From an optimization exercise on the open Yosys and OpenROAD flow, aimed at small area, a short achievable clock period and few clock cycles per item; shortcuts taken in it are not production practice. At most, simulation tests tie the RTL to the original design; equivalence was not proved.

==> flow/design.v (excerpt) <==
module aes_inv_cipher_ctrl (
  input  logic         clk,
  input  logic         rst,
  input  logic         in_valid,
  output logic         in_ready,
  input  logic [127:0] in_block,
  output logic [3:0]   rk_idx,
  input  logic [127:0] rk_data,
  output logic         out_valid,
  input  logic         out_ready,
  output logic [127:0] out_block,
  output logic         busy
);
  function automatic logic [3:0] g4_mul(input logic [3:0] a, input logic [3:0] b);
    logic [3:0] p;
    logic [6:0] t;
    t = ({3'b0,a} & {7{b[0]}}) ^ ({2'b0,a,1'b0} & {7{b[1]}}) ^ ({1'b0,a,2'b0} & {7{b[2]}}) ^ ({a,3'b0} & {7{b[3]}});
    p = {t[3] ^ t[6], t[2] ^ t[5] ^ t[6], t[1] ^ t[4] ^ t[5], t[0] ^ t[4]};
    g4_mul = p;
  endfunction
  function automatic logic [3:0] g4_inv(input logic [3:0] a);
    case (a)
      4'd0: g4_inv = 4'd0;
      4'd1: g4_inv = 4'd1;
      4'd2: g4_inv = 4'd9;
      4'd3: g4_inv = 4'd14;
      4'd4: g4_inv = 4'd13;
      4'd5: g4_inv = 4'd11;
      4'd6: g4_inv = 4'd7;
      4'd7: g4_inv = 4'd6;
      4'd8: g4_inv = 4'd15;
      4'd9: g4_inv = 4'd2;
      4'd10: g4_inv = 4'd12;
      4'd11: g4_inv = 4'd5;
      4'd12: g4_inv = 4'd10;
      4'd13: g4_inv = 4'd4;
      4'd14: g4_inv = 4'd3;
      4'd15: g4_inv = 4'd8;
      default: g4_inv = 4'd0;
    endcase
  endfunction
  function automatic logic [7:0] sb_b(input logic [11:0] u);
    logic [7:0] o;
    o = {g4_mul(u[11:8], u[3:0]), g4_mul(u[7:4], u[3:0])};
  ...
clock: 9.0 ns
lec_check: 0
cap_margin: 20
core_margin: 2
core_utilization: 70
slew_margin: 20
standard.sh (not shown) runs the stock make flow with config.mk's settings and CLKGATE_MAP_FILE= SYNTH_SCRIPT=/design/flow/synth_recipe.tcl, a recipe that flattens the netlist after the stock synthesis.
==> flow/flow/run.sh <==
#!/bin/bash
# The standard ORFS layout (standard.sh) with these changes to how the
# layout is made; the constraints (constraint.sdc) are the standard flow's, unchanged:
#  - ports are buffered with buf_2 cells instead of the default buffer;
#  - if the detailed router leaves an antenna violation, the layout is made
#    again at a slightly lower utilisation in orfs_b/ and that one is used.
# Every tool's output goes to the logs under orfs*/logs and to flow_make*.log.
set -euo pipefail
W=$(pwd)
MARGIN=${MARGIN:-6.0}
KNOBS=(SETUP_SLACK_MARGIN=$MARGIN "BUFFER_PORTS_ARGS=-buffer_cell sky130_fd_sc_hd__buf_2")
BASE=results/$FLOW_PLATFORM/aes_inv_cipher_ctrl/base
ANT=reports/$FLOW_PLATFORM/aes_inv_cipher_ctrl/base/drt_antennas.log
bash standard.sh "${KNOBS[@]}" finish > flow_make.log 2>&1
if grep -q VIOLATED "orfs/$ANT"; then
  bash standard.sh WORK_HOME="$W/orfs_b" "${KNOBS[@]}" CORE_UTILIZATION=55 finish > flow_make_b.log 2>&1
  if ! grep -q VIOLATED "orfs_b/$ANT"; then
    : # left out here: write the final layout as DEF
  fi
fi
Testbench counts at the start, summed over its fixed seeds: cycles 8,504, items 768.
Next try:
--- a/flow/design.v
+++ b/flow/design.v
@@ -35,17 +35,18 @@
       4'd12: g4_inv = 4'd10;
       4'd13: g4_inv = 4'd4;
       4'd14: g4_inv = 4'd3;
       4'd15: g4_inv = 4'd8;
       default: g4_inv = 4'd0;
     endcase
   endfunction
-  function automatic logic [7:0] sb_b(input logic [11:0] u);
-    logic [7:0] o;
-    o = {g4_mul(u[11:8], u[3:0]), g4_mul(u[7:4], u[3:0])};
+  function automatic logic [7:0] sb_m(input logic [11:0] u);
+    sb_m = {g4_mul(u[11:8], u[3:0]), g4_mul(u[7:4], u[3:0])};
+  endfunction
+  function automatic logic [7:0] sb_b(input logic [7:0] o);
     sb_b = {o[1] ^ o[5], o[1] ^ o[2] ^ o[4] ^ o[6], o[1] ^ o[5] ^ o[7], o[2] ^ o[6] ^ o[7], o[2] ^ o[3], o[2] ^ o[3] ^ o[5] ^ o[7], o[4] ^ o[5] ^ o[6], o[0] ^ o[1] ^ o[5] ^ o[7]};
   endfunction
   function automatic logic [7:0] to_tower(input logic [7:0] x);
     to_tower = {x[1] ^ x[2] ^ x[6] ^ x[7], x[1] ^ x[2] ^ x[3] ^ x[4] ^ x[5] ^ x[7], ~(x[0] ^ x[4] ^ x[5] ^ x[6]), ~(x[1] ^ x[2] ^ x[7]), x[0] ^ x[1] ^ x[2] ^ x[4], x[1] ^ x[4] ^ x[5], ~(x[0] ^ x[1] ^ x[5]), ~(x[4] ^ x[5])};
   endfunction
   function automatic logic [11:0] sb_a2(input logic [7:0] t);
     logic [3:0] h, l, d;
@@ -93,32 +94,32 @@
     logic [127:0] o;
     for (int c = 0; c < 4; c++)
       for (int r = 0; r < 4; r++)
         o[8*(r + 4*c) +: 8] = s[8*(r + 4*((c - r + 4) % 4)) +: 8];
     inv_shift_rows = o;
   endfunction
   logic [127:0] s_q, t_q;
-  logic [191:0] u_q;
+  logic [127:0] u_q;
   logic         s_v, u_v, t_v;
   logic [3:0]   s_k, u_k, t_k;
   logic         t_w;         
   logic [3:0]   rk_q;
   logic         fin_q;       
   logic         rdy_q;       
   logic         busy_q;
   logic         stall, enter;
   logic [127:0] sr, t_src, t_d, s_d, imc_tt, t_tt;
   assign stall = fin_q && !out_ready;
   assign enter = in_valid && rdy_q;
   assign sr = inv_shift_rows(s_q);
-  logic [191:0] u_n;
+  logic [127:0] u_n;
   always_comb begin
     for (int i = 0; i < 16; i++) begin
-      u_n[12*i +: 12] = sb_a2(sr[8*i +: 8]);
-      t_src[8*i +: 8] = sb_b(u_q[12*i +: 12]);
+      u_n[8*i +: 8]   = sb_m(sb_a2(sr[8*i +: 8]));
+      t_src[8*i +: 8] = sb_b(u_q[8*i +: 8]);
     end
   end
   assign t_d = (enter ? in_block : t_src) ^ rk_data;
   always_comb begin
     for (int c = 0; c < 4; c++) imc_tt[32*c +: 32] = imc_to_tower(t_q[32*c +: 32]);
     for (int i = 0; i < 16; i++) t_tt[8*i +: 8] = to_tower(t_q[8*i +: 8]);
   end
What happened: The changed run died in 5_1_grt with GRT-0232; synthesized cell count is lower by 3.1%; area after synthesis is lower by 4.0%.
For the second run of this note, only the layout was checked, not whether the RTL still works.

========
run P:
The RTL this note starts from:
==> flow/design.v <==
module aes_inv_cipher_ctrl (
  input  logic         clk,
  input  logic         rst,
  input  logic         in_valid,
  output logic         in_ready,
  input  logic [127:0] in_block,
  output logic [3:0]   rk_idx,
  input  logic [127:0] rk_data,
  output logic         out_valid,
  input  logic         out_ready,
  output logic [127:0] out_block,
  output logic         busy
);
  function automatic logic [3:0] g4_mul(input logic [3:0] a, input logic [3:0] b);
    logic [3:0] p;
    logic [6:0] t;
    t = ({3'b0,a} & {7{b[0]}}) ^ ({2'b0,a,1'b0} & {7{b[1]}}) ^ ({1'b0,a,2'b0} & {7{b[2]}}) ^ ({a,3'b0} & {7{b[3]}});
    p = {t[3] ^ t[6], t[2] ^ t[5] ^ t[6], t[1] ^ t[4] ^ t[5], t[0] ^ t[4]};
    g4_mul = p;
  endfunction
  function automatic logic [3:0] g4_inv(input logic [3:0] a);
    case (a)
      4'd0: g4_inv = 4'd0;
      4'd1: g4_inv = 4'd1;
      4'd2: g4_inv = 4'd9;
      4'd3: g4_inv = 4'd14;
      4'd4: g4_inv = 4'd13;
      4'd5: g4_inv = 4'd11;
      4'd6: g4_inv = 4'd7;
      4'd7: g4_inv = 4'd6;
      4'd8: g4_inv = 4'd15;
      4'd9: g4_inv = 4'd2;
      4'd10: g4_inv = 4'd12;
      4'd11: g4_inv = 4'd5;
      4'd12: g4_inv = 4'd10;
      4'd13: g4_inv = 4'd4;
      4'd14: g4_inv = 4'd3;
      4'd15: g4_inv = 4'd8;
      default: g4_inv = 4'd0;
    endcase
  endfunction
  function automatic logic [7:0] sb_b(input logic [11:0] u);
    logic [7:0] o;
    o = {g4_mul(u[11:8], u[3:0]), g4_mul(u[7:4], u[3:0])};
    sb_b = {o[1] ^ o[5], o[1] ^ o[2] ^ o[4] ^ o[6], o[1] ^ o[5] ^ o[7], o[2] ^ o[6] ^ o[7], o[2] ^ o[3], o[2] ^ o[3] ^ o[5] ^ o[7], o[4] ^ o[5] ^ o[6], o[0] ^ o[1] ^ o[5] ^ o[7]};
  endfunction
  function automatic logic [7:0] to_tower(input logic [7:0] x);
    to_tower = {x[1] ^ x[2] ^ x[6] ^ x[7], x[1] ^ x[2] ^ x[3] ^ x[4] ^ x[5] ^ x[7], ~(x[0] ^ x[4] ^ x[5] ^ x[6]), ~(x[1] ^ x[2] ^ x[7]), x[0] ^ x[1] ^ x[2] ^ x[4], x[1] ^ x[4] ^ x[5], ~(x[0] ^ x[1] ^ x[5]), ~(x[4] ^ x[5])};
  endfunction
  function automatic logic [11:0] sb_a2(input logic [7:0] t);
    logic [3:0] h, l, d;
    h = t[7:4]; l = t[3:0];
    d = {h[0] ^ h[1] ^ h[2], h[1] ^ h[2], h[0] ^ h[1], h[2] ^ h[3]} ^ g4_mul(h, l) ^ {l[3], l[1] ^ l[3], l[2], l[0] ^ l[2]};
    sb_a2 = {h, h ^ l, g4_inv(d)};
  endfunction
  function automatic logic [7:0] xtime(input logic [7:0] b);
    xtime = {b[6:0], 1'b0} ^ (b[7] ? 8'h1b : 8'h00);
  endfunction
  function automatic logic [31:0] inv_mix_column(input logic [31:0] a);
    logic [7:0] u, v, b0, b1, b2, b3, t;
    u  = xtime(xtime(a[7:0] ^ a[23:16]));
    v  = xtime(xtime(a[15:8] ^ a[31:24]));
    b0 = a[7:0] ^ u;
    b1 = a[15:8] ^ v;
    b2 = a[23:16] ^ u;
    b3 = a[31:24] ^ v;
    t  = b0 ^ b1 ^ b2 ^ b3;
    inv_mix_column = {b3 ^ t ^ xtime(b3 ^ b0), b2 ^ t ^ xtime(b2 ^ b3),
                      b1 ^ t ^ xtime(b1 ^ b2), b0 ^ t ^ xtime(b0 ^ b1)};
  endfunction
  function automatic logic [127:0] inv_shift_rows(input logic [127:0] s);
    logic [127:0] o;
    for (int c = 0; c < 4; c++)
      for (int r = 0; r < 4; r++)
        o[8*(r + 4*c) +: 8] = s[8*(r + 4*((c - r + 4) % 4)) +: 8];
    inv_shift_rows = o;
  endfunction
  logic [127:0] s_q, t_q;
  logic [191:0] u_q;
  logic         s_v, u_v, t_v;
  logic [3:0]   s_k, u_k, t_k;
  logic         t_w;         
  logic [3:0]   rk_q;
  logic         fin_q;       
  logic         rdy_q;       
  logic         busy_q;
  logic         stall, enter;
  logic [127:0] sr, t_src, t_d, s_d, imc;
  assign stall = fin_q && !out_ready;
  assign enter = in_valid && rdy_q;
  assign sr = inv_shift_rows(s_q);
  logic [191:0] u_n;
  always_comb begin
    for (int i = 0; i < 16; i++) begin
      u_n[12*i +: 12] = sb_a2(sr[8*i +: 8]);
      t_src[8*i +: 8] = sb_b(u_q[12*i +: 12]);
    end
    for (int c = 0; c < 4; c++) imc[32*c +: 32] = inv_mix_column(t_q[32*c +: 32]);
  end
  assign t_d = (enter ? in_block : t_src) ^ rk_data;
  always_comb begin
    for (int i = 0; i < 16; i++) s_d[8*i +: 8] = to_tower(t_w ? t_q[8*i +: 8] : imc[8*i +: 8]);
  end
  always_ff @(posedge clk) begin
    if (!stall) begin
      s_q <= s_d;
      u_q <= u_n;
      t_q <= t_d;
    end
  end
  logic       s_v_n, u_v_n, t_v_n, t_w_n;
  logic [3:0] s_k_n, u_k_n, t_k_n;
  always_comb begin
    s_v_n = t_v && !fin_q;
    s_k_n = t_k;
    u_v_n = s_v;
    u_k_n = s_k;
    t_v_n = u_v || enter;
    t_k_n = enter ? 4'd10 : u_k - 4'd1;
    t_w_n = enter;
  end
  always_ff @(posedge clk or posedge rst) begin
    if (rst) begin
      s_v    <= 1'b0;
      u_v    <= 1'b0;
      t_v    <= 1'b0;
      s_k    <= '0;
      u_k    <= '0;
      t_k    <= '0;
      t_w    <= 1'b0;
      rk_q   <= 4'd10;
      fin_q  <= 1'b0;
      rdy_q  <= 1'b1;
      busy_q <= 1'b0;
    end else if (!stall) begin
      s_v    <= s_v_n;
      s_k    <= s_k_n;
      u_v    <= u_v_n;
      u_k    <= u_k_n;
      t_v    <= t_v_n;
      t_k    <= t_k_n;
      t_w    <= t_w_n;
      rk_q   <= s_v ? s_k - 4'd1 : 4'd10;
      fin_q  <= u_v && u_k == 4'd1;
      rdy_q  <= !u_v_n && !(u_v && u_k == 4'd1) &&
                !((s_v_n && s_k_n == 4'd10) || t_w_n);
      busy_q <= s_v_n || u_v_n || t_v_n;
    end
  end
  assign rk_idx    = rk_q;
  assign in_ready  = rdy_q;
  assign out_valid = fin_q;
  assign out_block = t_q;
  assign busy      = busy_q;
endmodule
==> flow/config.mk <==
export PLATFORM = sky130hd
export DESIGN_NAME = aes_inv_cipher_ctrl
export DESIGN_NICKNAME = aes_inv_cipher_ctrl
export VERILOG_FILES = /design/flow/design.v
export SDC_FILE = /design/flow/constraint.sdc
export NUM_CORES = 4
export LEC_CHECK = 0
export CAP_MARGIN = 20
export CORE_MARGIN = 2
export CORE_UTILIZATION = 40
export SLEW_MARGIN = 20
==> flow/constraint.sdc <==
create_clock -name core_clock -period 9.0 [get_ports {clk}]
set_input_delay 1.8000 -clock core_clock [delete_from_list [all_inputs] [get_ports {clk}]]
set_output_delay 1.8000 -clock core_clock [all_outputs]
set_load 0.01 [all_outputs]
==> flow/flow/run.sh <==
#!/bin/bash
set -euo pipefail
MARGIN=${MARGIN:-6.0}
bash standard.sh SETUP_SLACK_MARGIN=$MARGIN CORE_UTILIZATION=60 finish > flow_make.log 2>&1
The layout from run P, despite a flow that completed every stage, fails the layout checks, with the failing checks listed as antenna rules.
Testbench counts of run P, summed over its fixed seeds: cycles 8,504, items 768.
Inputs modified between run P and run K:
--- a/flow/design.v
+++ b/flow/design.v
@@ -40,17 +40,16 @@
     endcase
   endfunction
+  function automatic logic [11:0] sb_a(input logic [7:0] x);
+    logic [7:0] t;
+    logic [3:0] h, l, d;
+    t = {x[1] ^ x[2] ^ x[6] ^ x[7], x[1] ^ x[2] ^ x[3] ^ x[4] ^ x[5] ^ x[7], ~(x[0] ^ x[4] ^ x[5] ^ x[6]), ~(x[1] ^ x[2] ^ x[7]), x[0] ^ x[1] ^ x[2] ^ x[4], x[1] ^ x[4] ^ x[5], ~(x[0] ^ x[1] ^ x[5]), ~(x[4] ^ x[5])};
+    h = t[7:4]; l = t[3:0];
+    d = {h[0] ^ h[1] ^ h[2], h[1] ^ h[2], h[0] ^ h[1], h[2] ^ h[3]} ^ g4_mul(h, l) ^ {l[3], l[1] ^ l[3], l[2], l[0] ^ l[2]};
+    sb_a = {h, h ^ l, g4_inv(d)};
+  endfunction
   function automatic logic [7:0] sb_b(input logic [11:0] u);
     logic [7:0] o;
     o = {g4_mul(u[11:8], u[3:0]), g4_mul(u[7:4], u[3:0])};
     sb_b = {o[1] ^ o[5], o[1] ^ o[2] ^ o[4] ^ o[6], o[1] ^ o[5] ^ o[7], o[2] ^ o[6] ^ o[7], o[2] ^ o[3], o[2] ^ o[3] ^ o[5] ^ o[7], o[4] ^ o[5] ^ o[6], o[0] ^ o[1] ^ o[5] ^ o[7]};
-  endfunction
-  function automatic logic [7:0] to_tower(input logic [7:0] x);
-    to_tower = {x[1] ^ x[2] ^ x[6] ^ x[7], x[1] ^ x[2] ^ x[3] ^ x[4] ^ x[5] ^ x[7], ~(x[0] ^ x[4] ^ x[5] ^ x[6]), ~(x[1] ^ x[2] ^ x[7]), x[0] ^ x[1] ^ x[2] ^ x[4], x[1] ^ x[4] ^ x[5], ~(x[0] ^ x[1] ^ x[5]), ~(x[4] ^ x[5])};
-  endfunction
-  function automatic logic [11:0] sb_a2(input logic [7:0] t);
-    logic [3:0] h, l, d;
-    h = t[7:4]; l = t[3:0];
-    d = {h[0] ^ h[1] ^ h[2], h[1] ^ h[2], h[0] ^ h[1], h[2] ^ h[3]} ^ g4_mul(h, l) ^ {l[3], l[1] ^ l[3], l[2], l[0] ^ l[2]};
-    sb_a2 = {h, h ^ l, g4_inv(d)};
   endfunction
   function automatic logic [7:0] xtime(input logic [7:0] b);
@@ -93,5 +92,5 @@
   always_comb begin
     for (int i = 0; i < 16; i++) begin
-      u_n[12*i +: 12] = sb_a2(sr[8*i +: 8]);
+      u_n[12*i +: 12] = sb_a(sr[8*i +: 8]);
       t_src[8*i +: 8] = sb_b(u_q[12*i +: 12]);
     end
@@ -99,7 +98,5 @@
   end
   assign t_d = (enter ? in_block : t_src) ^ rk_data;
-  always_comb begin
-    for (int i = 0; i < 16; i++) s_d[8*i +: 8] = to_tower(t_w ? t_q[8*i +: 8] : imc[8*i +: 8]);
-  end
+  assign s_d = t_w ? t_q : imc;
   always_ff @(posedge clk) begin
     if (!stall) begin
The fraction of area in multi-input gates number comes out higher for run P vs run K. Run K: top achievable clock speed lower than run P. Relative to run P, number of different library cells in the post-synthesis netlist has increased by 27 in run K. Final-report hold violation count: run K vs run P identical. Area used by sequential logic in the layout of run K is on par with run P. Run K finished every step from synthesis to the final layout, and the layout passed the timing, DRC and antenna checks. In run K, the non-clock buffer instance count of the final layout came out about 40% above the value in run P. Area growth from synthesis to layout: run K vs run P up 10 points. Taking run P as the reference point, the total wirelength of the detailed-routed design of run K rises by 12%. Delta (run K minus run P): data required time of the critical path ~0 delta, final clock period utilization by the worst path +2.0 points.
Function not checked in run K: the RTL went through the layout flow alone.

## static timing again, ports no longer ideal
In the flow no input, the clock included, has a driving cell. The finished layouts below were timed again as built, in two steps.
Step 1, drivers: a clkbuf_16 drives clk and a buf_2 each remaining input, both assumed.
Step 2 moves the port delays by t, midway between the first and last clock arrival at a register: inputs arrive t later, outputs are due t later. That takes back most of the time a late clock gives input paths.
Three values: ideal, step 1, step 2; two values: the first two.
| run | t, ns | setup WS [ns] | worst slew at a driven data input, ns | cell pins on the clock port's net |
|---|---|---|---|---|
| the first run of note 1 | 0.688 | 5.859 / 5.790 / 5.327 | 0.09 | 1 |
| run P | 0.673 | 5.819 / 5.784 / 5.392 | 0.13 | 1 |
| run K | 0.691 | 5.637 / 5.637 / 5.374 | 0.07 | 1 |
The setup slack of the first run of note 1, which loses most, moves by -0.069 ns with the drivers and by -0.532 ns with both steps.
